From an optimization exercise on the open Yosys and OpenROAD flow, aimed at small area, a short achievable clock period and few clock cycles per item; shortcuts taken in it are not production practice.
At most, simulation tests tie the RTL to the original design; equivalence was not proved.
No functional check of the RTL was part of run 1.

==> flow/design.v, too long to show whole: its modules and the start of the top module <==
// module barometer_pressure_compensation_unit: 1273 lines
module barometer_pressure_compensation_unit (
    input  wire logic        clk,
    input  wire logic        rst_n,
    input  wire logic        s_tvalid,
    output logic             s_tready,
    input  wire logic [23:0] s_tdata,
    output logic             m_tvalid,
    input  wire logic        m_tready,
    output logic [23:0]      m_tdata,
    output logic [0:0]       m_tuser,
    input  wire logic        cfg_we,
    input  wire logic [bpc_pkg::CFG_ADDR_BITS-1:0] cfg_addr,
    input  wire logic [bpc_pkg::COEF_BITS-1:0]     cfg_wdata
);
  // ...
==> flow/flow/run.sh <==
#!/bin/bash
# The standard layout, with one step added between synthesis and floorplan:
# polarity.py removes inverters around the full-adder cells of the synthesized
# netlist (a full adder complements both outputs when its three inputs are
# complemented, so each fa cell can take its inputs in whichever polarity needs
# fewer inverters), and gives each fa cell's latest-arriving input its carry
# input pin, the fastest of the three (the cell is symmetric in them). Registers, cells other than inverters and every other step
# are the standard flow's, except that the ports are buffered with buf_2 cells
# (BUFFER_PORTS_ARGS) rather than the slow delay-buffer cell the resizer picks.
set -euo pipefail
res=orfs/results/${FLOW_PLATFORM}/barometer_pressure_compensation_unit/base
bash standard.sh synth > standard_synth.log 2>&1
cp "$res/1_2_yosys.v" synth_netlist.v
python3 flow/polarity.py synth_netlist.v "$res/1_2_yosys.v" > polarity.log 2>&1
touch "$res/1_2_yosys.v"
bash standard.sh "BUFFER_PORTS_ARGS=-buffer_cell sky130_fd_sc_hd__buf_2" finish > standard_finish.log 2>&1
==> flow/flow/polarity.py <==
#!/usr/bin/env python3
"""Removes inverters around full-adder cells of a flat sky130 gate netlist.

A full adder is self-dual: complementing its three inputs complements both
outputs.  Each fa cell may therefore be "flipped" (inputs and outputs taken
in complemented form) without changing what the netlist computes.  The script
collapses the netlist's inverters, picks a flip for every fa cell by local
search so that as few signals as possible are needed in both polarities, and
writes the netlist back with one inverter per signal that still needs its
complement.  Flip-flops, ports and every other cell are left as they are.

usage: polarity.py IN.v OUT.v
"""
import re
import sys
import random

OUT_PINS = {"X", "Y", "Q", "Q_N", "SUM", "COUT", "HI", "LO", "GCLK"}
INV_RE = re.compile(r"^sky130_fd_sc_hd__(inv|clkinv)_\d+$")
FA_RE = re.compile(r"^sky130_fd_sc_hd__fa_\d+$")


def esc(net):
    """an escaped identifier ends at white space"""
    return net + " " if net.startswith("\\") else net


def parse(text):
    m = re.search(r"^\s*module\s+(\w+)\s*\((.*?)\);", text, re.S | re.M)
    ports = [p.strip() for p in m.group(2).split(",")]
    cell_re = re.compile(r"^  (sky130_fd_sc_hd__\w+)\s+(\S+)\s*\((.*?)\n  \);\n", re.S | re.M)
    cells = []
    spans = []
    for cm in cell_re.finditer(text):
        pins = {}
        for pm in re.finditer(r"\.(\w+)\(([^()]*)\)", cm.group(3)):
            pins[pm.group(1)] = pm.group(2).strip()
        cells.append([cm.group(1), cm.group(2), pins])
        spans.append((cm.start(), cm.end()))
    return ports, cells, spans


# rough delays (ns) for ordering the inputs of each full adder: its carry input
# is its fastest, so the latest-arriving signal goes there
FA_SUM = {"A": 0.53, "B": 0.50, "CIN": 0.48}
FA_COUT = {"A": 0.42, "B": 0.39, "CIN": 0.36}


def permute_fa_inputs(final, is_port):
    drv = {}
    for key, (typ, name, pins) in final.items():
        for p, n in pins.items():
            if p in OUT_PINS:
                drv[n] = key
    seq = lambda t: ("dfrtp" in t or "dfxtp" in t or "edfxtp" in t or "dfstp" in t
                     or "conb" in t or "dlx" in t)
    arr = {}
    state = {}

    def arrival(net):
        if net in arr:
            return arr[net]
        stack = [net]
        while stack:
            n = stack[-1]
            if n in arr:
                stack.pop()
                continue
            key = drv.get(n)
            if key is None:
                arr[n] = 1.7 if is_port(n) else 0.0
                stack.pop()
                continue
            typ, name, pins = final[key]
            if seq(typ):
                arr[n] = 0.45
                stack.pop()
                continue
            ins = [m for p, m in pins.items() if p not in OUT_PINS]
            todo = [m for m in ins if m not in arr]
            if todo:
                if state.get(n) == "visiting":
                    raise RuntimeError("combinational loop at " + n)
                state[n] = "visiting"
                stack.extend(todo)
                continue
            if FA_RE.match(typ):
                order = sorted((pins["A"], pins["B"], pins["CIN"]), key=lambda m: arr[m])
                a = dict(zip(("A", "B", "CIN"), order))
                pins.update(a)
                tsum = max(arr[a[p]] + FA_SUM[p] for p in a)
                tco = max(arr[a[p]] + FA_COUT[p] for p in a)
                arr[pins["SUM"]] = tsum
                arr[pins["COUT"]] = tco
            else:
                d = 0.06 if INV_RE.match(typ) else (0.3 if "__ha_" in typ else 0.2)
                t = max(arr[m] for m in ins) + d if ins else 0.0
                for p, m in pins.items():
                    if p in OUT_PINS:
                        arr[m] = t
            stack.pop()
        return arr[net]

    before = {k: (v[2]["A"], v[2]["B"], v[2]["CIN"]) for k, v in final.items() if FA_RE.match(v[0])}
    for key, (typ, name, pins) in final.items():
        for p, n in pins.items():
            if p in OUT_PINS:
                arrival(n)
    return sum(1 for k, v in before.items()
               if (final[k][2]["A"], final[k][2]["B"], final[k][2]["CIN"]) != v)


def main():
    src, dst = sys.argv[1], sys.argv[2]
    text = open(src).read()
    ports, cells, spans = parse(text)
    assert "assign" not in text, "netlist has assign statements"

    def is_port(net):
        base = net.lstrip("\\").split("[")[0].strip()
        return base in ports

    driver = {}            # net -> (cell index, pin)
    loads = {}             # net -> list of (cell index, pin)
    for i, (typ, name, pins) in enumerate(cells):
        for p, n in pins.items():
            if p in OUT_PINS:
                assert n not in driver, f"two drivers on {n}"
                driver[n] = (i, p)
            else:
                loads.setdefault(n, []).append((i, p))

    # inverters that may be collapsed: input driven by a cell, output feeding only cells
    inv = set()
    for i, (typ, name, pins) in enumerate(cells):
        if INV_RE.match(typ):
            a, y = pins["A"], pins["Y"]
            if a in driver and not is_port(a) and not is_port(y) and y in loads:
                inv.add(i)

    def root(net):
        pol = 0
        while net in driver and driver[net][0] in inv:
            net = cells[driver[net][0]][2]["A"]
            pol ^= 1
        return net, pol

    fa = [i for i, c in enumerate(cells) if FA_RE.match(c[0])]
    faidx = {i: k for k, i in enumerate(fa)}
    # requirements: for each root net, list of (fa index or -1, polarity)
    req = {}
    for i, (typ, name, pins) in enumerate(cells):
        if i in inv:
            continue
        for p, n in pins.items():
            if p in OUT_PINS:
                continue
            r, pol = root(n)
            req.setdefault(r, []).append((faidx.get(i, -1), pol, i, p))
    src_fa = {}
    for r in req:
        if r in driver and driver[r][0] in faidx:
            src_fa[r] = faidx[driver[r][0]]
    touch = [[] for _ in fa]
    for r, lst in req.items():
        ks = {k for k, _, _, _ in lst if k >= 0}
        if r in src_fa:
            ks.add(src_fa[r])
        for k in ks:
            touch[k].append(r)

    x = [0] * len(fa)

    def cost(r):
        sp = x[src_fa[r]] if r in src_fa else 0
        for k, pol, _, _ in req[r]:
            if (pol ^ (x[k] if k >= 0 else 0)) != sp:
                return 1
        return 0

    def total():
        return sum(cost(r) for r in req)

    start = total()
    best = list(x)
    best_cost = start
    rng = random.Random(1)
    for trial in range(8):
        if trial:
            x = [v if rng.random() < 0.8 else 1 - v for v in best]
        improved = True
        while improved:
            improved = False
            for k in range(len(fa)):
                rs = set(touch[k])
                before = sum(cost(r) for r in rs)
                x[k] ^= 1
                after = sum(cost(r) for r in rs)
                if after < before:
                    improved = True
                else:
                    x[k] ^= 1
        c = total()
        if c < best_cost:
            best, best_cost = list(x), c
    x = best

    # rewrite: drop collapsed inverters, add one inverter per root that needs it
    newpins = {}
    added = []
    decl = []
    for r, lst in req.items():
        sp = x[src_fa[r]] if r in src_fa else 0
        comp = None
        for k, pol, i, p in lst:
            need = pol ^ (x[k] if k >= 0 else 0)
            if need == sp:
                net = r
            else:
                if comp is None:
                    comp = f"polnet_{len(added)}"
                    added.append((r, comp))
                    decl.append(f"  wire {comp};\n")
                net = comp
            newpins.setdefault(i, {})[p] = net
    # final connections of every kept cell, and the added inverters
    final = {}
    for i, (typ, name, pins) in enumerate(cells):
        if i in inv:
            continue
        p2 = dict(pins)
        p2.update(newpins.get(i, {}))
        final[i] = [typ, name, p2]
    for j, (r, c) in enumerate(added):
        final[("pol", j)] = ["sky130_fd_sc_hd__inv_1", f"polinv_{j}", {"A": r, "Y": c}]
    permuted = permute_fa_inputs(final, is_port)
    out = []
    last = 0
    for i, (s, e) in enumerate(spans):
        out.append(text[last:s])
        last = e
        if i in inv:
            continue
        typ, name, pins = final[i]
        body = ",\n".join(f"    .{p}({esc(n)})" for p, n in pins.items())
        out.append(f"  {typ} {name} (\n{body}\n  );\n")
    tail = text[last:]
    body = "".join(out)
    ins = "".join(f"  sky130_fd_sc_hd__inv_1 polinv_{j} (\n    .A({esc(r)}),\n    .Y({c})\n  );\n"
                  for j, (r, c) in enumerate(added))
    tail = tail.replace("endmodule", ins + "endmodule", 1)
    # declare the new nets after the module's port list declarations
    k = body.find("  wire ")
    body = body[:k] + "".join(decl) + body[k:]
    open(dst, "w").write(body + tail)
    print(f"fa cells {len(fa)}, flipped {sum(x)}; inverters collapsed {len(inv)}, "
          f"signals needing a complement {start} -> {best_cost}, inverters written {len(added)}; "
          f"fa cells with inputs reordered {permuted}")


main()
==> flow/standard.sh <==
#!/bin/bash
# synth_recipe.tcl (not shown) runs the flow's synth.tcl, then flattens the netlist and writes it again
# the make line also repeats each setting of config.mk as NAME=value (left out here)
make -C /OpenROAD-flow-scripts/flow DESIGN_CONFIG=/design/flow/config.mk WORK_HOME=/design/flow/orfs CLKGATE_MAP_FILE= SYNTH_SCRIPT=/design/flow/synth_recipe.tcl "${@:-finish}"
==> flow/config.mk <==
export PLATFORM = sky130hd
export DESIGN_NAME = barometer_pressure_compensation_unit
export DESIGN_NICKNAME = barometer_pressure_compensation_unit
export VERILOG_FILES = /design/flow/design.v
export SDC_FILE = /design/flow/constraint.sdc
export NUM_CORES = 4
export LEC_CHECK = 0
export ABC_AREA = 1
export CAP_MARGIN = 20
export CORE_MARGIN = 2
export CORE_UTILIZATION = 40
export SETUP_SLACK_MARGIN = 2.5
export SLEW_MARGIN = 20
==> flow/constraint.sdc <==
create_clock -name core_clock -period 7.5 [get_ports {clk}]
set_input_delay 1.5000 -clock core_clock [delete_from_list [all_inputs] [get_ports {clk}]]
set_output_delay 1.5000 -clock core_clock [all_outputs]
set_load 0.01 [all_outputs]
==> flow_summary.json, run 1 <==
{
  "status": "complete, no violations",
  "setup_ws_ns": 2.581,
  "gr-usage-met2_pct": 37.31,
  "cts_resized": 73,
  "insertion_delay_ns": 0.56,
  "finalInstanceArea_um2": 33400,
  "grt_usage_pct": 21.34,
  "placed_area_um2": 30580,
  "tapCellCount": 959,
  "synth_cells": 3004,
  "min_path_type": "reg -> reg",
  "wl_met3_mm": 4.327,
  "path_clk_slew_ns": 0.06,
  "buffers": 218,
  "tritoncts": "built",
  "grt_util_met3_pct": 2.636,
  "start_util_pct": 40.20,
  "die_h_um": 274.1,
  "setup_tns_ns": 0,
  "fin_crit_ns": 4.919,
  "r2r.worst_path.cells": 14,
  "areaGrowthSynthToFinish_pct": 14.47,
  "grt_max_degree": 78,
  "path_class": "reg -> out",
  "largest_reg_flops": 28,
  "highest_layer": "met4",
  "groute.layer.met1.usage_pct": 27.15,
  "min_to": "p2_reg[8]",
  "comb.multi_input.count": 2111,
  "root_buffer": "clkbuf_16",
  "multi_input_area_share_pct": 55.45,
  "dp_hpwl_mm": 61.39,
  "whs_ns": 0.4141
}
==> inputs of run 2 (changes only) <==
--- a/flow/design.v
+++ b/flow/design.v
@@ -53,20 +53,18 @@
     logic [28-1:0] ra3_reg, rb3_reg;
     logic [11:0] temp3_reg;
     logic [28-1:0] s_full;
     logic [25:0] v;
     logic        clip_lo4_reg, clip_hi4_reg;
     logic [12:0] hl;
     logic [11:0] h4_reg;
     logic [2:0]  g4_reg;
-    logic        r4_ones_reg;
-    logic [2:0]  r4_low_reg;
+    logic        c4_reg;
     logic [11:0] temp4_reg;
-    logic        c;
     logic [12:0] q2;
     logic [11:0] pres;
     assign en       = !vld[3] || m_tready;
     assign s_tready = en;
     assign m_tvalid = vld[3];
     assign m_tdata  = {temp4_reg, pres};
     assign m_tuser  = clip_lo4_reg || clip_hi4_reg;
     always_ff @(posedge clk or negedge rst_n)
@@ -1251,18 +1249,17 @@
                    + 4'(t1_reg >= 10'd980);
     assign temp_next = bpc_pkg::T_BASE + 12'(tk2_reg) - 12'(t2_reg) - 12'({t2_reg, 1'b0});
     assign lo_sum = {1'b0, tc_ra[16-1:0]} + {1'b0, tc_rb[16-1:0]};
     assign s_full = ra3_reg + rb3_reg + 28'(c3_reg);
     assign v      = s_full[28-1:2];
     assign hl     = 13'(v[21:10]) + 13'(v[9:0]);
     always_comb
     begin
-        c  = r4_ones_reg && (4'(r4_low_reg) + 4'(g4_reg) >= 4'd7);
-        q2 = {h4_reg, 1'b1} + {9'd0, g4_reg, c};
+        q2 = {h4_reg, 1'b1} + {9'd0, g4_reg, c4_reg};
         if (clip_lo4_reg)
             pres = 12'd0;
         else if (clip_hi4_reg)
             pres = 12'd4095;
         else
             pres = q2[12:1];
     end
     always_ff @(posedge clk)
@@ -1279,15 +1276,14 @@
             c3_reg       <= lo_sum[16];
             ra3_reg      <= tc_ra[43:16];
             rb3_reg      <= tc_rb[43:16];
             temp3_reg    <= temp_next;
             clip_lo4_reg <= v[25];
             clip_hi4_reg <= !v[25] && ((|v[24:22]) || (&v[21:12]));
             h4_reg       <= v[21:10];
             g4_reg       <= hl[12:10];
-            r4_ones_reg  <= &hl[9:3];
-            r4_low_reg   <= hl[2:0];
+            c4_reg       <= (&hl[9:3]) && (4'(hl[2:0]) + 4'(hl[12:10]) >= 4'd7);
             temp4_reg    <= temp3_reg;
         end
     end
 endmodule
 `default_nettype wire
==> run 2 against run 1 <==
Net effect:
- still clean
- flip-flop and latch count decreased by 3
- via count up 0.47%
- register-to-register slack lost 0.08 ns
- critical path type is now reg -> reg
- critical endpoint is now c3_reg
==> flow_summary.json, run 2 <==
{
  "h-tree-depth": 2,
  "busiest_layer": "met2",
  "remaining_drc_errors": 0,
  "setup_tns_ns": 0,
  "portBuffers": 69,
  "critical_path_arrival_ns": 5.22,
  "gr-usage-met2_pct": 36.86,
  "setup_violations": 0,
  "core_area_um2": 71730,
  "end_kind": "flip-flop",
  "ctsLongestPathBuffers": 3,
  "largest_reg_flops": 28,
  "final_antenna_net_count": 0,
  "yosysWarnings": 1,
  "min_path_type": "reg -> reg",
  "overflow": 0,
  "die_area_um2": 74930,
  "die_x_um": 273.7,
  "insertion_delay_ns": 0.57,
  "die_h_um": 273.7,
  "grt_util_met3_pct": 2.825,
  "num_rows": 98,
  "path_class": "reg -> reg",
  "r2r_start": "p2_reg[2]",
  "syn_nets": 3626,
  "numClockSinks": 295,
  "start_util_pct": 40.57,
  "hold_viol_final": 0,
  "gp_congestion": 0.9463,
  "worstPathRequired_ns": 7.79,
  "nNetsFinal": 3801,
  "grt_pass1_vias": 22560,
  "finalClockSkew_ns": 0.03202,
  "crit_chain": "buf_12 > nand2_1 > fa_1 > fa_2 > fa_2 > fa_1 > fa_1 > inv_1 > ha_2 > fa_1 > fa_1 > ha_4 > a21oi_1 > o221ai_1",
  "cts_hold_buffers": 0,
  "min_to": "p2_reg[6]",
  "status": "complete, no violations",
  "final_cell_mix": "nand2_1 (557), inv_1 (476), fa_1 (375)",
  "tritoncts": "built",
  "max_slew.worst_pin.slew_ns": 0.8133,
  "areaGrowthSynthToFinish_pct": 14.33,
  "finalMaxSlewViolations": 0,
  "max_freq_mhz": 203.0,
  "r2r.worst_path.cells": 14,
  "wl_per_cell_um": 19.43,
  "antenna_found_initial": 1,
  "cts_made_buffers": 34,
  "grt_max_degree": 86,
  "synth_cells": 2976,
  "worstReg2RegEnd": "c3_reg",
  "path_clk_slew_ns": 0.07,
  "synth_area_per_cell_um2": 9.778,
  "routed_via_density": 5.257,
  "hp-start": "p1_reg[6]",
  "netlist_area_um2": 29100,
  "drive_gt1_share_pct": 14.29,
  "rrSetupSlack_ns": 2.57,
  "dr.pass1.iters": 7,
  "post-route-period-util_pct": 65.69,
  "worst-path-max-fanout": 5,
  "maxSlewHeadroom_pct": 45.78,
  "rsz0062_at_grt": "yes",
  "grt_pass1_wl_mm": 125.1,
  "finalInstanceArea_um2": 33270,
  "placed_area_um2": 30480,
  "dp_hpwl_mm": 61.22,
  "ios": 74,
  "drt_iter0_markers": 1629,
  "crit_top_cell": "fa_1",
  "final_common_cell": "nand2_1",
  "critPathSlowestCell": "fa_1",
  "cap_violations": 0,
  "groute.layer.met1.usage_pct": 27.28,
  "grt_usage_pct": 21.58,
  "crit_path_max_incr_delay_ns": 0.56,
  "cp-start-kind": "flip-flop",
  "drt-total-wl_mm": 80.18,
  "root_buffer": "clkbuf_16",
  "routed-via-count": 21700,
  "fin_crit_ns": 4.926,
  "whs_path_depth": 0
}
==> run 2: cell types whose count changed in the layout (fill, tap and decap cells not counted), moves of 9 or more <==
cell | before | now
o21ai_0 | 39 | 54
buf_4 | 125 | 136
nor3_1 | 18 | 27
nand2_1 | 604 | 557
o21bai_1 | 11 | 1
clkbuf_1 | 1 | 11
==> run 2: repair_timing <==
action | in CTS | in global routing
setup endpoints to repair | 55 | 17
pin swaps | 9 | 19
cloned | 3 | 2
buffers inserted | 84 | 46
resized for setup | 86 | 88
==> run 2: per-stage QoR <==
step	worst slack [ns]	hold WS [ns]	std cells	utilization (%)
after floorplan	2.506	0.4003	2976	-
after global placement	1.680	0.4018	3930	42.49
after detailed placement	1.695	0.4045	3930	42.49
after CTS	2.501	0.4079	4078	45.39
after global routing	2.453	0.4203	4126	46.38
final	2.574	0.4065	4127	46.38
==> run 2: worst max-delay path by stage <==
stage                     startpoint    endpoint  slack (ns)
after floorplan            p2_reg[6]      c3_reg        2.51
after global placement     t1_reg[2]  x2_reg[23]        1.68
after detailed placement   t1_reg[2]  x2_reg[23]        1.70
after CTS                  t1_reg[9]  x2_reg[24]        2.50
after global routing       p2_reg[1]      c3_reg        2.45
final                      p2_reg[2]      c3_reg        2.57
==> run 2: layout make-up <==
| cell class | instances | area (um^2) |
|---|---|---|
| repair buffers | 225 | 1764 |
| well taps | 950 | 1189 |
| diodes | 1 | 2.502 |
| inverters | 499 | 1913 |
| multi-input cells | 2095 | 18560 |
| clock buffers | 46 | 917.1 |
| repair inverters | 1 | 5.005 |
| clock inverters | 15 | 102.6 |
| flip-flops and latches | 295 | 8820 |
| fillers | 6836 | 38460 |
==> run 2: worst max-delay path, delay by kind of cell, from the launching register on <==
kind / cells / cell delay [ns]
and+or+nand+nor: 1 / 0.07
adders and majority gates: 9 / 3.61
DFF: 1 / 0.50
buffers and inverters: 2 / 0.23
AOI/OAI and AO/OA: 2 / 0.25
==> run 2: per-layer routing <==
layer	up-vias	share of wire [%]
li1	10150	-
met4	0	4.6
met5	-	0
met3	185	6.2
met2	834	48
met1	10530	41
Testbench counts of run 2, summed over its fixed seeds: cycles 12,032, items 12,000.
==> inputs of run 3 (changes only) <==
--- a/flow/config.mk
+++ b/flow/config.mk
@@ -9,5 +9,5 @@
 export CAP_MARGIN = 20
 export CORE_MARGIN = 2
 export CORE_UTILIZATION = 40
-export SETUP_SLACK_MARGIN = 2.5
+export SETUP_SLACK_MARGIN = 2.8
 export SLEW_MARGIN = 20
==> run 3 against run 2 <==
Net effect:
- still clean
- non-clock buffer count rose by 84
- wire length grew 2.9%
- via count is 2.5% higher
- hold slack better by 0.0049 ns
- area after synthesis did not move
- critical path type unchanged
- largest cell class unchanged
- highest routed layer unchanged
==> flow_summary.json, run 3 <==
{
  "n_antenna_cell": 0,
  "synth_cells": 2976,
  "groute.layer.met1.usage_pct": 27.57,
  "wl_per_cell_um": 19.60,
  "numClockSinks": 295,
  "remaining_drc_errors": 0,
  "min_to": "p2_reg[3]",
  "core_area_um2": 71730,
  "dp_slack_ns": 1.888,
  "final_common_cell": "nand2_1",
  "routed-via-count": 22250,
  "place_inst": 3929,
  "cts_made_buffers": 35,
  "path_clk_slew_ns": 0.07,
  "critPathSlowestCell": "fa_1",
  "fin_crit_ns": 4.872,
  "status": "complete, no violations",
  "grt_util_met3_pct": 2.798,
  "crit_path_max_incr_delay_ns": 0.57,
  "cap_violations": 0,
  "final_antenna_net_count": 0,
  "gp_congestion": 0.9765,
  "grt_usage_pct": 21.71,
  "die_area_um2": 74930,
  "setup_violations": 0,
  "maxSlewHeadroom_pct": 37.51,
  "netlist_area_um2": 29100,
  "cp-start-kind": "flip-flop",
  "busiest_layer": "met2",
  "critical_path_arrival_ns": 5.15,
  "grt_pass1_vias": 22600,
  "grt_pass1_wl_mm": 125.5,
  "whs_path_depth": 0,
  "end_kind": "flip-flop",
  "antenna_found_initial": 0,
  "max_freq_mhz": 205.2,
  "tritoncts": "built",
  "drt_iter0_markers": 1595,
  "h-tree-depth": 2,
  "synth_area_per_cell_um2": 9.778,
  "grt_max_degree": 80,
  "crit_chain": "buf_6 > buf_4 > buf_8 > nand2_4 > fa_1 > fa_1 > fa_1 > fa_1 > inv_1 > ha_2 > fa_1 > fa_1 > ha_4 > a21oi_2 > o221ai_1",
  "cts_hold_buffers": 0,
  "hp-start": "p1_reg[3]",
  "drive_gt1_share_pct": 25.15,
  "worstPathRequired_ns": 7.78,
  "largest_reg_flops": 28,
  "min_path_type": "reg -> reg",
  "start_util_pct": 40.57,
  "worst-path-max-fanout": 7,
  "worstReg2RegEnd": "c3_reg",
  "r2r_start": "p2_reg[2]",
  "gr-usage-met2_pct": 37.07,
  "nNetsFinal": 3885,
  "overflow": 0,
  "routed_via_density": 5.284,
  "syn_nets": 3626,
  "final_cell_mix": "nand2_1 (510), inv_1 (444), fa_1 (297)",
  "drt-total-wl_mm": 82.51,
  "critPathBufInv": 4,
  "die_x_um": 273.7,
  "dr.pass1.iters": 8,
  "final_cells": 4210,
  "ios": 74,
  "path_class": "reg -> reg",
  "num_rows": 98,
  "fillerInstances": 6599,
  "insertion_delay_ns": 0.55,
  "cp_top_family": "adder cells",
  "finalMaxSlewViolations": 0,
  "rsz0062_at_grt": "yes",
  "root_buffer": "clkbuf_16",
  "r2r.worst_path.cells": 15,
  "crit_top_cell": "fa_1",
  "ctsLongestPathBuffers": 3,
  "rrSetupSlack_ns": 2.63,
  "finalClockSkew_ns": 0.02029,
  "setup_ws_ns": 2.628,
  "dp_hpwl_mm": 60.73,
  "max_slew.worst_pin.slew_ns": 0.9373,
  "areaGrowthSynthToFinish_pct": 21.99,
  "portBuffers": 69,
  "hold_viol_final": 0,
  "setup_tns_ns": 0,
  "yosysWarnings": 1,
  "die_h_um": 273.7,
  "post-route-period-util_pct": 64.97
}
-- run 3: cell count changes in the layout (fill, tap and decap cells not counted), sizes merged --
cell | before | now
buf | 221 | 307
bufbuf | 3 | 1
bufinv | 0 | 1
clkbuf | 47 | 41
clkinv | 11 | 16
clkinvlp | 13 | 16
diode | 1 | 0
inv | 491 | 488
-- run 3: layout make-up --
type	instances	area, um^2	area share, %
clock buffers	40	894.6	2.520
flip-flops and latches	295	8821	24.85
inverters	499	1936	5.453
repair buffers	309	2509	7.067
clock inverters	22	153.9	0.4335
well taps	950	1189	3.348
multi-input cells	2095	20000	56.33
-- run 3: per-stage QoR --
step | area [um^2] | hold WS [ns] | utilization, %
after floorplan | 29270 | 0.4003 | -
after global placement | 30500 | 0.4025 | 42.52
after detailed placement | 30500 | 0.4045 | 42.52
after CTS | 33340 | 0.4085 | 46.48
after global routing | 35500 | 0.4172 | 49.49
final | 35500 | 0.4114 | 49.49
-- run 3: layer usage --
| layer | vias to the layer above | part of all wire [%] |
|---|---|---|
| met4 | 0 | 5.1 |
| met1 | 10860 | 40 |
| met2 | 822 | 49 |
| li1 | 10320 | - |
| met3 | 236 | 6.0 |
| met5 | - | 0 |
-- run 3: what timing repair did --
| item | 4_1_cts | 5_1_grt |
|---|---|---|
| gates resized for setup | 180 | 356 |
| endpoints found under the setup margin | 76 | 55 |
| pin swaps | 28 | 157 |
| endpoints found under the hold margin | 0 | 0 |
| cloned | 3 | 1 |
| setup buffers | 128 | 87 |
-- run 3: worst max-delay path by stage --
| stage | startpoint | endpoint | slack [ns] | cells after the start |
|---|---|---|---|---|
| 2_1_floorplan | p2_reg[0] | c3_reg | 2.75 | 15 |
| 3_3_place_gp | t1_reg[9] | x2_reg[23] | 1.93 | 19 |
| 3_5_place_dp | t1_reg[9] | x2_reg[23] | 1.89 | 19 |
| 4_1_cts | p2_reg[2] | c3_reg | 2.62 | 13 |
| 5_1_grt | p2_reg[3] | c3_reg | 2.49 | 16 |
| 6_report | p2_reg[2] | c3_reg | 2.63 | 15 |
==> inputs of run 4 (changes only) <==
--- a/flow/config.mk
+++ b/flow/config.mk
@@ -9,5 +9,5 @@
 export CAP_MARGIN = 20
 export CORE_MARGIN = 2
 export CORE_UTILIZATION = 40
-export SETUP_SLACK_MARGIN = 2.8
+export SETUP_SLACK_MARGIN = 2.65
 export SLEW_MARGIN = 20
==> run 4 against run 3 <==
Net effect:
- still clean on timing, DRC and antenna
- maximum frequency is 0.88% higher
- flip-flop and latch count is the same
- final area decreased by 3.2%
- wire length fell by 2.2%
==> flow_summary.json, run 4 <==
{
  "status": "complete, no violations",
  "max_slew.worst_pin.slew_ns": 0.8962,
  "fin_crit_ns": 4.830,
  "antenna_found_initial": 0,
  "die_x_um": 273.7,
  "drt-total-wl_mm": 80.73,
  "critPathSlowestCell": "edfxtp_1",
  "insertion_delay_ns": 0.55,
  "setup_tns_ns": 0,
  "netlist_area_um2": 29100,
  "placed_area_um2": 30500,
  "cts_made_buffers": 34,
  "setup_violations": 0,
  "grt_usage_pct": 21.71,
  "post-route-period-util_pct": 64.40,
  "h-tree-depth": 2,
  "final_cell_mix": "nand2_1 (542), inv_1 (460), fa_1 (335)",
  "routed_via_density": 5.244,
  "numClockSinks": 295,
  "largest_reg_flops": 28,
  "crit_top_cell": "fa_1",
  "start_util_pct": 40.57,
  "nNetsFinal": 3851,
  "gp_congestion": 0.9565,
  "critical_path_arrival_ns": 5.12,
  "grt_pass1_wl_mm": 125.5,
  "final_antenna_net_count": 0,
  "core_area_um2": 71730,
  "min_path_type": "reg -> reg",
  "path_clk_slew_ns": 0.06,
  "dp_hpwl_mm": 61.31,
  "grt_pass1_vias": 22540,
  "root_buffer": "clkbuf_16",
  "areaGrowthSynthToFinish_pct": 18.04,
  "die_h_um": 273.7,
  "synth_cells": 2976,
  "tritoncts": "built",
  "drt_iter0_markers": 1524,
  "finalInstanceArea_um2": 34350,
  "finalMaxSlewViolations": 0,
  "path_class": "reg -> reg",
  "n_antenna_cell": 0,
  "syn_nets": 3626,
  "ios": 74,
  "crit_path_max_incr_delay_ns": 0.51,
  "grt_max_degree": 74,
  "cp-start-kind": "flip-flop",
  "hold_viol_final": 0,
  "rsz0062_at_grt": "yes",
  "synth_area_per_cell_um2": 9.778,
  "die_area_um2": 74930,
  "dr.pass1.iters": 7,
  "cts_hold_buffers": 0,
  "yosysWarnings": 1,
  "num_rows": 98,
  "worstPathRequired_ns": 7.79,
  "portBuffers": 69,
  "final_common_cell": "nand2_1",
  "end_kind": "flip-flop",
  "routed-via-count": 21900,
  "maxSlewHeadroom_pct": 40.25,
  "remaining_drc_errors": 0,
  "finalClockSkew_ns": 0.01732,
  "ctsLongestPathBuffers": 3,
  "worst-path-max-fanout": 8,
  "drive_gt1_share_pct": 19.53,
  "cap_violations": 0,
  "max_freq_mhz": 207.0,
  "crit_chain": "buf_4 > nand2_4 > nor2_4 > clkinvlp_4 > o22ai_1 > a21oi_1 > fa_2 > fa_1 > fa_1 > fa_1 > inv_1 > ha_2 > nand2_1 > nor3_1 > inv_1 > nor3_2 > nand4_1 > nand3_1 > xor2_1",
  "overflow": 0,
  "wl_per_cell_um": 19.33
}
-- run 4: repair_timing --
item,4_1_cts,5_1_grt
endpoints found under the setup margin,66,41
pin swaps,25,63
cloned,4,0
buffers inserted,124,55
gates resized for setup,138,174
-- run 4: final timing paths --
| kind | slack [ns] | cells after the start | endpoint | startpoint |
|---|---|---|---|---|
| min in group asynchronous | 0.83 | 1 | ok_reg[2] | rst_n |
| hold / removal | 0.41 | 0 | p2_reg[9] | p1_reg[9] |
| setup / recovery | 2.67 | 19 | y2_reg[25] | t1_reg[3] |
| max in group asynchronous | 6.41 | 1 | ok_reg[3] | rst_n |
| setup reg to reg | 2.67 | 19 | y2_reg[25] | t1_reg[3] |
| hold reg to reg | 0.41 | 0 | p2_reg[9] | p1_reg[9] |
-- run 4: metal layers --
layer	vias up	track usage, %	part of all wire [%]	wire length [um]
li1	10270	-	-	-
met5	-	0	0	0
met3	173	2.693	6.0	4840
met1	10680	27.51	41	32720
met4	0	9.577	4.6	3752
met2	771	37.22	49	39430
-- run 4: cell type report --
class | count | area, um^2
clock buffers | 43 | 935.9
clock inverters | 18 | 147.6
fillers | 6681 | 37380
inverters | 499 | 1931
multi-input cells | 2095 | 19040
flip-flops and latches | 295 | 8821
well taps | 950 | 1189
repair buffers | 276 | 2288
-- run 4: worst max-delay path, delay by kind of cell (launching register included) --
family	cells	cell delay, ns
AND/OR/NAND/NOR	7	0.90
AO/OA/AOI/OAI	2	0.36
buffers and inverters	4	0.58
adder cells (fa/ha/maj)	5	2.12
XOR/XNOR	1	0.07
flip-flops	1	0.51
-- run 4: stage by stage --
step,util (%),instances,setup slack (ns),hold WS (ns)
3_3_place_gp,42.51,3932,1.945,0.4002
2_1_floorplan,-,2976,2.650,0.4003
3_5_place_dp,42.51,3932,1.842,0.4054
4_1_cts,46.35,4121,2.633,0.4125
5_1_grt,47.89,4176,2.526,0.4146
6_report,47.89,4176,2.670,0.4103
==> inputs of run 5 (changes only) <==
--- a/flow/config.mk
+++ b/flow/config.mk
@@ -9,5 +9,5 @@
 export CAP_MARGIN = 20
 export CORE_MARGIN = 2
 export CORE_UTILIZATION = 40
-export SETUP_SLACK_MARGIN = 2.65
+export SETUP_SLACK_MARGIN = 2.2
 export SLEW_MARGIN = 20
==> run 5 against run 4 <==
Net effect:
- still clean
- sequential share of layout area increased by 1.5 points
- hold slack improved by 0.0034 ns
- first-iteration DRC count increased by 8.9%
- via count decreased by 2.8%
- final area decreased by 5.4%
- critical path depth decreased by 6
- highest routed layer unchanged
==> flow_summary.json, run 5 <==
{
  "status": "complete, no violations",
  "die_area_um2": 74930,
  "drt-total-wl_mm": 77.28,
  "hp-start": "temp3_reg[11]",
  "dr.pass1.iters": 7,
  "grt_pass1_wl_mm": 121.5,
  "drive_gt1_share_pct": 10.55,
  "cp-start-kind": "flip-flop",
  "yosysWarnings": 1,
  "rrSetupSlack_ns": 2.33,
  "wl_per_cell_um": 19.04,
  "setup_tns_ns": 0,
  "worstPathRequired_ns": 7.81,
  "netlist_area_um2": 29100,
  "final_cells": 4060,
  "h-tree-depth": 2,
  "max_freq_mhz": 193.6,
  "ctsLongestPathBuffers": 3,
  "ios": 74,
  "groute.layer.met1.usage_pct": 27.04,
  "numClockSinks": 295,
  "post-route-period-util_pct": 68.88,
  "cts_made_buffers": 36,
  "finalMaxSlewViolations": 0,
  "dp_slack_ns": 1.763,
  "grt_util_met3_pct": 2.684,
  "syn_nets": 3626,
  "setup_ws_ns": 2.334,
  "grt_max_degree": 130,
  "crit_chain": "nand2_1 > fa_1 > fa_1 > fa_1 > fa_1 > fa_1 > inv_1 > ha_1 > fa_1 > fa_1 > ha_1 > a21oi_1 > o221ai_1",
  "areaGrowthSynthToFinish_pct": 11.62,
  "remaining_drc_errors": 0,
  "synth_area_per_cell_um2": 9.778,
  "synth_cells": 2976,
  "grt_pass1_vias": 21880,
  "dp_hpwl_mm": 60.93,
  "die_x_um": 273.7,
  "path_class": "reg -> reg",
  "critical_path_arrival_ns": 5.48,
  "fin_crit_ns": 5.166,
  "overflow": 0,
  "worstReg2RegEnd": "c3_reg",
  "worst-path-max-fanout": 10,
  "insertion_delay_ns": 0.59,
  "routed_via_density": 5.244,
  "busiest_layer": "met2",
  "path_clk_slew_ns": 0.06,
  "die_h_um": 273.7,
  "critPathSlowestCell": "edfxtp_1",
  "tritoncts": "built",
  "portBuffers": 69,
  "start_util_pct": 40.57,
  "crit_top_cell": "fa_1",
  "antenna_found_initial": 0,
  "nNetsFinal": 3736,
  "max_slew.worst_pin.slew_ns": 0.9737,
  "crit_path_max_incr_delay_ns": 0.63,
  "root_buffer": "clkbuf_16",
  "gp_congestion": 0.9776,
  "end_kind": "flip-flop",
  "drt_iter0_markers": 1660,
  "largest_reg_flops": 28,
  "whs_path_depth": 0,
  "grt_usage_pct": 20.94,
  "hold_viol_final": 0,
  "place_inst": 3928,
  "r2r_start": "x2_reg[9]",
  "final_common_cell": "nand2_1",
  "gr-usage-met2_pct": 36.04,
  "finalInstanceArea_um2": 32480,
  "core_area_um2": 71730,
  "placed_area_um2": 30470,
  "cap_violations": 0,
  "maxSlewHeadroom_pct": 35.08,
  "min_to": "temp4_reg[11]",
  "finalClockSkew_ns": 0.04458,
  "critPathBufInv": 1,
  "setup_violations": 0,
  "min_path_type": "reg -> reg",
  "cts_hold_buffers": 0,
  "rsz0062_at_grt": "yes",
  "routed-via-count": 21290,
  "cp_top_family": "adder cells",
  "r2r.worst_path.cells": 13,
  "n_antenna_cell": 0,
  "final_cell_mix": "nand2_1 (561), inv_1 (485), fa_1 (396)",
  "num_rows": 98,
  "final_antenna_net_count": 0
}
run 5: per-layer routing:
layer	up-vias	part of all wire [%]	wire (um)
met5	-	0	0
met4	0	3.7	2840
met3	154	6.1	4681
met2	756	49	37670
met1	10340	42	32100
li1	10040	-	-
run 5: worst reg2reg max path, stage by stage, from the launching register on:
cell      delay (ns)
edfxtp_1        0.63
nand2_1         0.15
fa_1            0.46
fa_1            0.45
fa_1            0.48
fa_1            0.42
fa_1            0.54
inv_1           0.05
ha_1            0.21
fa_1            0.50
fa_1            0.42
ha_1            0.34
a21oi_1         0.15
o221ai_1        0.12
run 5: area by class of cell:
type / instances / area, um^2
Timing Repair Buffer: 159 / 1144
Fill cell: 6919 / 39250
Tap cell: 950 / 1189
Clock buffer: 46 / 938.4
Multi-Input combinational cell: 2095 / 18290
Sequential cell: 295 / 8820
Inverter: 499 / 1907
Clock inverter: 16 / 192.7
run 5: how the worst max path moves through the flow:
stage,start,to,slack [ns],cells after the start
after floorplan,p2_reg[7],c3_reg,2.42,15
after global placement,t1_reg[2],x2_reg[23],1.78,18
after detailed placement,t1_reg[2],x2_reg[23],1.76,18
after CTS,t1_reg[9],x2_reg[23],2.10,19
after global routing,ok_reg[2],y2_reg[27],2.09,21
final,x2_reg[9],c3_reg,2.33,13
run 5: what timing repair did:
item                                   4_1_cts  5_1_grt
resized for setup                           12       71
buffers inserted                             8       62
pin swaps                                    1        7
setup endpoints to repair                   16       24
endpoints found under the hold margin        0        0
run 5: through the flow:
stage	hold WS, ns	utilization (%)
detailed placement	0.4045	42.47
global route	0.4210	45.28
floorplan	0.4003	-
global placement	0.4006	42.47
finish	0.4137	45.28
CTS	0.4139	44.22
==> inputs of run 6 (changes only) <==
--- a/flow/config.mk
+++ b/flow/config.mk
@@ -9,5 +9,6 @@
 export CAP_MARGIN = 20
 export CORE_MARGIN = 2
 export CORE_UTILIZATION = 40
-export SETUP_SLACK_MARGIN = 2.2
+export CTS_BUF_LIST = sky130_fd_sc_hd__clkbuf_8
+export SETUP_SLACK_MARGIN = 2.5
 export SLEW_MARGIN = 20
==> run 6 against run 5 <==
Net effect:
- wire length is 3.4% higher
- utilization is 1.1 points higher
- die area stayed put
- flip-flop and latch count stayed put
- critical endpoint is now x2_reg[24]
==> flow_summary.json, run 6 <==
{
  "status": "complete, no violations",
  "insertion_delay_ns": 0.67,
  "grt_pass1_vias": 22630,
  "finalClockSkew_ns": 0.06926,
  "final_antenna_net_count": 0,
  "core_area_um2": 71730,
  "crit_chain": "clkinvlp_4 > buf_4 > buf_4 > nor2_4 > inv_1 > nor2_1 > a221oi_1 > fa_1 > fa_1 > fa_1 > fa_1 > inv_1 > ha_4 > nand2_1 > nor4_2 > nand4_1 > nand3_1 > xor2_1",
  "cts_made_buffers": 52,
  "nNetsFinal": 3817,
  "end_kind": "flip-flop",
  "portBuffers": 69,
  "ff_latch_area_um2": 8820,
  "critPathSlowestCell": "fa_1",
  "place_inst": 3930,
  "wl_per_cell_um": 19.23,
  "min_path_type": "reg -> reg",
  "overflow": 0,
  "h-tree-depth": 2,
  "max_slew.worst_pin.slew_ns": 0.7963,
  "critPathBufInv": 5,
  "multiInputGateArea_um2": 18600,
  "final_cell_mix": "nand2_1 (558), inv_1 (492), fa_1 (376)",
  "r2r.worst_path.cells": 18,
  "cap_violations": 0,
  "ios": 74,
  "gp_congestion": 0.9463,
  "routed_via_density": 5.254,
  "fillerInstances": 6868,
  "setup_tns_ns": 0,
  "syn_nets": 3626,
  "crit_path_max_incr_delay_ns": 0.54,
  "numClockSinks": 295,
  "cp-start-kind": "flip-flop",
  "netlist_area_um2": 29100,
  "largest_reg_flops": 28,
  "path_class": "reg -> reg",
  "drt_iter0_markers": 1650,
  "grt_usage_pct": 21.57,
  "tritoncts": "built",
  "fin_crit_ns": 4.890,
  "worst-path-max-fanout": 9,
  "grt_max_degree": 86,
  "final_cells": 4155,
  "grt_pass1_wl_mm": 125.4,
  "antenna_found_initial": 3,
  "rrSetupSlack_ns": 2.61,
  "finalMaxSlewViolations": 0,
  "die_h_um": 273.7,
  "die_area_um2": 74930,
  "start_util_pct": 40.57,
  "num_rows": 98,
  "die_x_um": 273.7,
  "dp_hpwl_mm": 61.22,
  "whs_path_depth": 0,
  "hp-start": "p1_reg[6]",
  "crit_top_cell": "fa_1",
  "final_common_cell": "nand2_1",
  "path_clk_slew_ns": 0.07,
  "drt-total-wl_mm": 79.89,
  "cts_hold_buffers": 0,
  "whs_ns": 0.4025,
  "maxSlewHeadroom_pct": 46.91,
  "ctsLongestPathBuffers": 3,
  "min_to": "p2_reg[6]",
  "hold_viol_final": 0,
  "post-route-period-util_pct": 65.20,
  "yosysWarnings": 1,
  "worstReg2RegEnd": "x2_reg[24]",
  "dr.pass1.iters": 5,
  "cp_top_family": "adder cells",
  "remaining_drc_errors": 0,
  "drive_gt1_share_pct": 14.86,
  "synth_cells": 2976,
  "setup_violations": 0,
  "critical_path_arrival_ns": 5.38,
  "max_freq_mhz": 204.5,
  "r2r_start": "ok_reg[3]",
  "rsz0062_at_grt": "yes",
  "synth_area_per_cell_um2": 9.778,
  "worstPathRequired_ns": 7.99,
  "root_buffer": "clkbuf_8",
  "areaGrowthSynthToFinish_pct": 14.36,
  "routed-via-count": 21830
}
## run 6: how the worst max path moves through the flow
stage / from / endpoint / slack (ns) / cells after the start
finish: ok_reg[3] / x2_reg[24] / 2.61 / 18
detailed placement: t1_reg[2] / x2_reg[23] / 1.70 / 18
global route: t1_reg[5] / x2_reg[24] / 2.45 / 19
CTS: t1_reg[3] / x2_reg[24] / 2.50 / 16
global placement: t1_reg[2] / x2_reg[23] / 1.68 / 18
floorplan: p2_reg[6] / c3_reg / 2.51 / 15
## run 6: per-layer routing
metal | GRT usage (%) | wire length (um) | up-vias
met2 | 36.88 | 38490 | 839
met3 | 3.018 | 5153 | 221
met4 | 9.304 | 3764 | 2
li1 | - | - | 10190
met1 | 27.31 | 32460 | 10580
met5 | 0 | 17 | -
## run 6: cell type report
class	count	share of cell area, %
Multi-Input combinational cell	2095	55.88
Clock buffer	54	2.233
Antenna cell	1	0.007520
Inverter	499	5.741
Timing Repair inverter	1	0.02256
Clock inverter	37	0.8084
Tap cell	950	3.572
Timing Repair Buffer	223	5.230
Sequential cell	295	26.50
## run 6: per-stage QoR
stage	worst slack, ns	util (%)	area (um^2)
after floorplan	2.506	-	29120
after global placement	1.680	42.49	30480
after detailed placement	1.695	42.49	30480
after CTS	2.504	45.34	32520
after global routing	2.455	46.39	33280
final	2.610	46.39	33280
## run 6: what timing repair did
action	CTS	global route
pin swaps	9	25
cloned	2	2
endpoints found under the hold margin	0	0
resized for setup	88	88
setup endpoints to repair	56	16
buffers inserted	82	47
==> inputs of run 7 (changes only) <==
--- a/flow/config.mk
+++ b/flow/config.mk
@@ -9,6 +9,7 @@
 export CAP_MARGIN = 20
 export CORE_MARGIN = 2
 export CORE_UTILIZATION = 40
-export CTS_BUF_LIST = sky130_fd_sc_hd__clkbuf_8
+export CTS_CLUSTER_DIAMETER = 60
+export CTS_CLUSTER_SIZE = 30
 export SETUP_SLACK_MARGIN = 2.5
 export SLEW_MARGIN = 20
==> run 7 against run 6 <==
Net effect:
- still clean on timing, DRC and antenna
- wire length fell by 0.64%
- area after synthesis did not move
- critical path depth fell by 5
- maximum frequency fell by 0.32%
- utilization rose by 0.25 points
- register-to-register slack got worse by 0.02 ns
- first-iteration DRC count rose by 2.9%
- critical path type unchanged
- largest cell class unchanged
==> flow_summary.json, run 7 <==
{
  "place_inst": 3930,
  "min_path_type": "reg -> reg",
  "syn_nets": 3626,
  "synth_area_per_cell_um2": 9.778,
  "whs_ns": 0.4176,
  "crit_start": "p2_reg[7]",
  "crit_top_cell": "fa_1",
  "largest_reg_flops": 28,
  "drt_iter0_markers": 1698,
  "final_cells": 4113,
  "grt_pass1_vias": 22480,
  "grt_usage_pct": 21.39,
  "cap_violations": 0,
  "grt_pass1_wl_mm": 124.9,
  "final_core_util_pct": 46.65,
  "die_area_um2": 74930,
  "path_clk_slew_ns": 0.09,
  "dr.pass1.iters": 6,
  "dp_slack_ns": 1.695,
  "cp-start-kind": "flip-flop",
  "antenna_found_initial": 2,
  "maxSlewHeadroom_pct": 46.56,
  "h-tree-depth": 1,
  "rsz0062_at_grt": "yes",
  "wl_per_cell_um": 19.30,
  "core_area_um2": 71730,
  "synth_cells": 2976,
  "grt_max_degree": 86,
  "post-route-period-util_pct": 65.41,
  "critical_path_arrival_ns": 5.25,
  "netlist_area_um2": 29100,
  "drive_gt1_share_pct": 14.93,
  "final_common_cell": "nand2_1",
  "nNetsFinal": 3790,
  "tritoncts": "built",
  "routed-via-count": 21610,
  "ios": 74,
  "crit_chain": "buf_4 > buf_4 > bufbuf_16 > nand2_1 > fa_1 > fa_1 > fa_1 > fa_1 > fa_1 > inv_1 > ha_1 > fa_1 > fa_1",
  "setup_ws_ns": 2.594,
  "placed_area_um2": 30480,
  "worst-path-max-fanout": 13,
  "dp_hpwl_mm": 61.22,
  "numClockSinks": 295,
  "routed_via_density": 5.254,
  "cts_hold_buffers": 0,
  "insertion_delay_ns": 0.60,
  "finalMaxSlewViolations": 0,
  "drt-total-wl_mm": 79.38,
  "max_freq_mhz": 203.8,
  "path_class": "reg -> reg",
  "critPathBufInv": 4,
  "remaining_drc_errors": 0,
  "finalInstanceArea_um2": 33460,
  "end_kind": "flip-flop",
  "root_buffer": "clkbuf_16",
  "num_rows": 98,
  "hold_viol_final": 0,
  "ctsLongestPathBuffers": 3,
  "critPathSlowestCell": "fa_1",
  "fin_crit_ns": 4.906,
  "final_antenna_net_count": 0,
  "final_cell_mix": "nand2_1 (557), inv_1 (474), fa_1 (367)",
  "die_h_um": 273.7,
  "r2r_start": "p2_reg[7]",
  "portBuffers": 69,
  "cp_top_family": "adder cells",
  "crit_path_max_incr_delay_ns": 0.52,
  "setup_tns_ns": 0,
  "worstPathRequired_ns": 7.84,
  "areaGrowthSynthToFinish_pct": 14.98,
  "setup_violations": 0,
  "finalClockSkew_ns": 0.02001,
  "cts_made_buffers": 29,
  "hp-start": "p1_reg[5]",
  "status": "complete, no violations",
  "start_util_pct": 40.57,
  "overflow": 0,
  "gp_congestion": 0.9463,
  "die_x_um": 273.7,
  "max_slew.worst_pin.slew_ns": 0.8016,
  "yosysWarnings": 1
}
## run 7: repair_timing
item | 4_1_cts | 5_1_grt
endpoints found under the setup margin | 53 | 23
gates resized for setup | 98 | 91
cloned | 3 | 0
pin swaps | 10 | 28
buffers inserted | 91 | 35
## run 7: area by class of cell
type | instances | area, um^2
Antenna cell | 1 | 2.502
Clock buffer | 30 | 739.5
Inverter | 499 | 1921
Fill cell | 6801 | 38270
Multi-Input combinational cell | 2095 | 18620
Clock inverter | 23 | 425.4
Tap cell | 950 | 1189
Timing Repair Buffer | 220 | 1743
Sequential cell | 295 | 8821
## run 7: path summary, 6_finish.rpt
path | slack, ns | cells past startpoint | to
max | 2.59 | 13 | rb3_reg[16]
max reg2reg | 2.59 | 13 | rb3_reg[16]
min in group asynchronous | 0.79 | 1 | ok_reg[0]
max in group asynchronous | 6.44 | 1 | ok_reg[3]
min reg2reg | 0.42 | 0 | p2_reg[5]
min | 0.42 | 0 | p2_reg[5]
## run 7: per-layer routing
metal	vias up	routed length (um)	GRT usage, %
met5	-	0	0
met4	0	3277	8.369
met3	165	4776	2.368
met2	809	38780	37.11
met1	10510	32550	27.35
li1	10120	-	-
==> inputs of run 8 (changes only) <==
--- a/flow/config.mk
+++ b/flow/config.mk
@@ -9,7 +9,6 @@
 export CAP_MARGIN = 20
 export CORE_MARGIN = 2
 export CORE_UTILIZATION = 40
-export CTS_CLUSTER_DIAMETER = 60
-export CTS_CLUSTER_SIZE = 30
+export CTS_BUF_LIST = sky130_fd_sc_hd__clkbuf_4
 export SETUP_SLACK_MARGIN = 2.5
 export SLEW_MARGIN = 20
==> run 8 against run 7 <==
Net effect:
- first-iteration DRC count decreased by 14%
- clock skew grew 0.058 ns
- area after synthesis did not move
- sequential share of layout area grew 0.089 points
- flip-flop and latch count unchanged
- worst setup slack gained 0.038 ns
- clock-buffer cell count increased by 86
- hold slack got worse by 0.015 ns
- register-to-register slack better by 0.04 ns
- final area down 0.34%
- maximum frequency up 0.77%
==> flow_summary.json, run 8 <==
{
  "hold_viol_final": 0,
  "core_area_um2": 71730,
  "cp-start-kind": "flip-flop",
  "whs_ns": 0.4025,
  "worstPathRequired_ns": 8.02,
  "final_common_cell": "nand2_1",
  "die_x_um": 273.7,
  "die_area_um2": 74930,
  "finalClockSkew_ns": 0.07834,
  "largest_reg_flops": 28,
  "netlist_area_um2": 29100,
  "maxSlewHeadroom_pct": 45.68,
  "insertion_delay_ns": 0.85,
  "routed_via_density": 5.227,
  "ctsLongestPathBuffers": 3,
  "fin_crit_ns": 4.868,
  "grt_pass1_wl_mm": 125.7,
  "antenna_found_initial": 4,
  "die_h_um": 273.7,
  "max_freq_mhz": 205.4,
  "path_clk_slew_ns": 0.06,
  "cts_made_buffers": 82,
  "status": "complete, no violations",
  "num_rows": 98,
  "crit_path_max_incr_delay_ns": 0.54,
  "start_util_pct": 40.57,
  "synth_area_per_cell_um2": 9.778,
  "crit_top_cell": "fa_1",
  "wl_per_cell_um": 19.11,
  "critical_path_arrival_ns": 5.39,
  "drive_gt1_share_pct": 17.21,
  "cts_hold_buffers": 0,
  "finalMaxSlewViolations": 0,
  "final_antenna_net_count": 0,
  "end_kind": "flip-flop",
  "areaGrowthSynthToFinish_pct": 14.60,
  "root_buffer": "clkbuf_4",
  "drt-total-wl_mm": 80.53,
  "min_path_type": "reg -> reg",
  "cp_top_family": "adder cells",
  "dr.pass1.iters": 6,
  "rsz0062_at_grt": "no",
  "ios": 74,
  "tritoncts": "built",
  "nNetsFinal": 3850,
  "post-route-period-util_pct": 64.91,
  "max_slew.worst_pin.slew_ns": 0.8148,
  "crit_chain": "buf_6 > nand2_1 > fa_1 > fa_2 > fa_2 > fa_1 > fa_1 > inv_1 > ha_2 > fa_1 > fa_1 > ha_4 > a21oi_2 > o221ai_1",
  "critPathSlowestCell": "fa_1",
  "dp_hpwl_mm": 61.22,
  "critPathBufInv": 2,
  "setup_violations": 0,
  "gp_congestion": 0.9463,
  "worst-path-max-fanout": 26,
  "setup_tns_ns": 0,
  "final_cell_mix": "nand2_1 (556), inv_1 (473), fa_1 (371)",
  "overflow": 0,
  "numClockSinks": 295,
  "grt_usage_pct": 21.67,
  "h-tree-depth": 3,
  "synth_cells": 2976,
  "cap_violations": 0,
  "grt_max_degree": 86,
  "grt_pass1_vias": 23030,
  "syn_nets": 3626,
  "remaining_drc_errors": 0,
  "drt_iter0_markers": 1459,
  "yosysWarnings": 1,
  "portBuffers": 69,
  "path_class": "reg -> reg",
  "routed-via-count": 22020
}
-- run 8: final timing paths --
kind | startpoint | to | slack [ns] | cells past startpoint
max in group asynchronous | rst_n | ok_reg[1] | 6.67 | 1
min | temp3_reg[6] | temp4_reg[6] | 0.40 | 0
min in group asynchronous | rst_n | ok_reg[0] | 0.56 | 1
max reg2reg | p2_reg[8] | c3_reg | 2.63 | 14
max | p2_reg[8] | c3_reg | 2.63 | 14
min reg2reg | temp3_reg[6] | temp4_reg[6] | 0.40 | 0
-- run 8: per-layer routing --
metal / share of wire, % / up-vias / track usage [%]
met5: 0.015 / - / 0
met3: 6.2 / 212 / 3.456
met2: 49 / 835 / 36.78
li1: - / 10320 / -
met1: 41 / 10660 / 27.24
met4: 4.5 / 2 / 9.678
-- run 8: what timing repair did --
action / CTS / global route
buffers inserted: 92 / 40
pin swaps: 12 / 23
gates resized for setup: 100 / 87
cloned: 2 / 2
endpoints found under the setup margin: 51 / 17
hold endpoints to repair: 0 / 0
-- run 8: layout make-up --
class                      count  area [um^2]
timing repair buffer         226         1748
multi-input combinational   2095        18630
inverter                     499         1918
sequential                   295         8821
timing repair inverter         1        7.507
clock inverter                27        150.1
clock buffer                 116        870.8
tap                          950         1189
fill                        6891        38380
antenna                        4        10.01
-- run 8: stage by stage --
stage	std cells	setup WS (ns)	area, um^2	util, %
after floorplan	2976	2.506	29120	-
after global placement	3930	1.680	30480	42.49
after detailed placement	3930	1.695	30480	42.49
after CTS	4167	2.501	32620	45.48
after global routing	4213	2.422	33350	46.49
final	4213	2.632	33350	46.49
==> inputs of run 9 (changes only) <==
--- a/flow/config.mk
+++ b/flow/config.mk
@@ -10,5 +10,6 @@
 export CORE_MARGIN = 2
 export CORE_UTILIZATION = 40
 export CTS_BUF_LIST = sky130_fd_sc_hd__clkbuf_4
+export PLACE_DENSITY = 0.75
 export SETUP_SLACK_MARGIN = 2.5
 export SLEW_MARGIN = 20
==> run 9 against run 8 <==
Net effect:
- maximum frequency decreased by 2.5%
- non-clock buffer count decreased by 1
- via count increased by 2.3%
- wire length decreased by 3.4%
- synthesized cell count unchanged
- highest routed layer is now met4
- first-iteration DRC count increased by 63%
==> flow_summary.json, run 9 <==
{
  "tritoncts": "built",
  "portBuffers": 69,
  "largest_reg_flops": 28,
  "antenna_found_initial": 2,
  "finalClockSkew_ns": 0.1117,
  "crit_chain": "buf_12 > nand2_4 > fa_2 > fa_2 > fa_1 > fa_1 > fa_1 > inv_2 > ha_4 > fa_1 > fa_1 > ha_4 > a21oi_2 > o221ai_1",
  "setup_tns_ns": 0,
  "synth_cells": 2976,
  "crit_path_max_incr_delay_ns": 0.56,
  "remaining_drc_errors": 0,
  "rsz0062_at_grt": "yes",
  "cts_hold_buffers": 0,
  "worst-path-max-fanout": 8,
  "final_cell_mix": "nand2_1 (555), inv_1 (464), fa_1 (365)",
  "grt_usage_pct": 20.48,
  "fin_crit_ns": 4.993,
  "root_buffer": "clkbuf_4",
  "critical_path_arrival_ns": 5.47,
  "gp_congestion": 0.9749,
  "max_freq_mhz": 200.3,
  "die_h_um": 273.7,
  "maxSlewHeadroom_pct": 35.15,
  "cts_made_buffers": 78,
  "path_class": "reg -> reg",
  "hold_viol_final": 0,
  "crit_top_cell": "fa_1",
  "ff_latch_area_um2": 8821,
  "status": "complete, no violations",
  "die_area_um2": 74930,
  "setup_violations": 0,
  "grt_pass1_vias": 23050,
  "dp_hpwl_mm": 57.71,
  "dr.pass1.iters": 5,
  "insertion_delay_ns": 0.84,
  "grt_pass1_wl_mm": 120.7,
  "finalMaxSlewViolations": 0,
  "max_slew.worst_pin.slew_ns": 0.9728,
  "cp-start-kind": "flip-flop",
  "groute.layer.met1.usage_pct": 25.40,
  "yosysWarnings": 1,
  "final_common_cell": "nand2_1",
  "num_rows": 98,
  "netlist_area_um2": 29100,
  "nNetsFinal": 3844,
  "grt_max_degree": 132,
  "numClockSinks": 295,
  "drive_gt1_share_pct": 17.41,
  "syn_nets": 3626,
  "routed_via_density": 5.361,
  "ios": 74,
  "setup_ws_ns": 2.507,
  "dp_slack_ns": 1.634,
  "post-route-period-util_pct": 66.57,
  "start_util_pct": 40.57,
  "multiInputGateArea_um2": 18630,
  "min_path_type": "reg -> reg",
  "die_x_um": 273.7,
  "critPathSlowestCell": "fa_1",
  "grt_util_met3_pct": 3.579,
  "final_antenna_net_count": 0,
  "synth_area_per_cell_um2": 9.778,
  "end_kind": "flip-flop",
  "cap_violations": 0,
  "wl_per_cell_um": 18.50,
  "rrSetupSlack_ns": 2.51,
  "busiest_layer": "met2",
  "path_clk_slew_ns": 0.06,
  "areaGrowthSynthToFinish_pct": 14.64,
  "ctsLongestPathBuffers": 3,
  "worstPathRequired_ns": 7.98,
  "core_area_um2": 71730,
  "routed-via-count": 22530,
  "h-tree-depth": 3,
  "overflow": 0,
  "drt_iter0_markers": 2376,
  "gr-usage-met2_pct": 34.92,
  "fillerInstances": 6549,
  "drt-total-wl_mm": 77.76
}
## run 9: layout make-up
class                      count  area share, %
sequential                   295          26.44
tap                          950          3.563
timing repair buffer         225          5.266
clock buffer                 110          2.475
antenna                        2        0.01500
multi-input combinational   2095          55.86
inverter                     499          5.757
clock inverter                27         0.6263
## run 9: path summary, 6_finish.rpt
kind	from	endpoint	cells after the start
min in group asynchronous	rst_n	ok_reg[1]	1
hold / removal	p1_reg[8]	p2_reg[8]	0
setup reg to reg	p2_reg[1]	c3_reg	14
setup / recovery	p2_reg[1]	c3_reg	14
hold reg to reg	p1_reg[8]	p2_reg[8]	0
max in group asynchronous	rst_n	ok_reg[3]	1
## run 9: critical path: cells and delay by family (launching register included)
family          cells  cell delay (ns)
buf+inv             2             0.22
compound gates      2             0.22
simple gates        1             0.05
fa+ha+maj           9             3.68
flops               1             0.47
## run 9: what timing repair did
| action | 4_1_cts | 5_1_grt |
|---|---|---|
| pin swaps | 6 | 27 |
| setup endpoints to repair | 70 | 30 |
| setup buffers | 75 | 58 |
| gates cloned | 3 | 2 |
| gates resized for setup | 69 | 129 |
## run 9: through the flow
stage          cell area [um^2]  hold WS [ns]  instances  util, %
6_report                  33360        0.3651       4203    46.51
5_1_grt                   33360        0.4205       4202    46.50
4_1_cts                   32420        0.3855       4141    45.19
3_5_place_dp              30450        0.4045       3926    42.45
3_3_place_gp              30450        0.4018       3926    42.45
2_1_floorplan             29120        0.4003       2976        -
## run 9: metal layers
metal | up-vias | share of wire, %
met5 | - | 0
met4 | 0 | 5.3
met3 | 271 | 8.9
met2 | 1257 | 48
met1 | 10720 | 38
li1 | 10290 | -

## static timing again, ports no longer ideal
In the flow no input, the clock included, has a driving cell. The finished layouts below were timed again as built, in two steps.
Step 1 assumes that a clkbuf_16 drives the clock port and a buf_2 every other input.
Step 2 times the ports against the registers' clock, not the clock port: input delays grow and output delays shrink by t, the midpoint of the rising clock arrivals with the driver on.
Three values: ideal ports, drivers, drivers and shift; two values: the first two.
| run | t, ns | slack for setup (ns) | hold WS [ns] |
|---|---|---|---|
| run 1 | 0.613 | 2.581 / 2.516 / 2.647 | 0.414 / 0.414 / 0.414 |
| run 2 | 0.617 | 2.574 / 2.574 / 2.574 | 0.407 / 0.407 / 0.407 |
| run 3 | 0.601 | 2.628 / 2.628 / 2.628 | 0.411 / 0.411 / 0.411 |
| run 4 | 0.606 | 2.670 / 2.670 / 2.670 | 0.410 / 0.410 / 0.410 |
| run 5 | 0.621 | 2.334 / 2.334 / 2.334 | 0.414 / 0.414 / 0.414 |
| run 6 | 0.695 | 2.610 / 2.610 / 2.610 | 0.402 / 0.402 / 0.402 |
| run 7 | 0.641 | 2.594 / 2.594 / 2.594 | 0.418 / 0.418 / 0.418 |
| run 8 | 0.868 | 2.632 / 2.632 / 2.632 | 0.402 / 0.402 / 0.402 |
| run 9 | 0.839 | 2.507 / 2.507 / 2.507 | 0.365 / 0.365 / 0.365 |
After both steps every run listed still meets setup and hold.
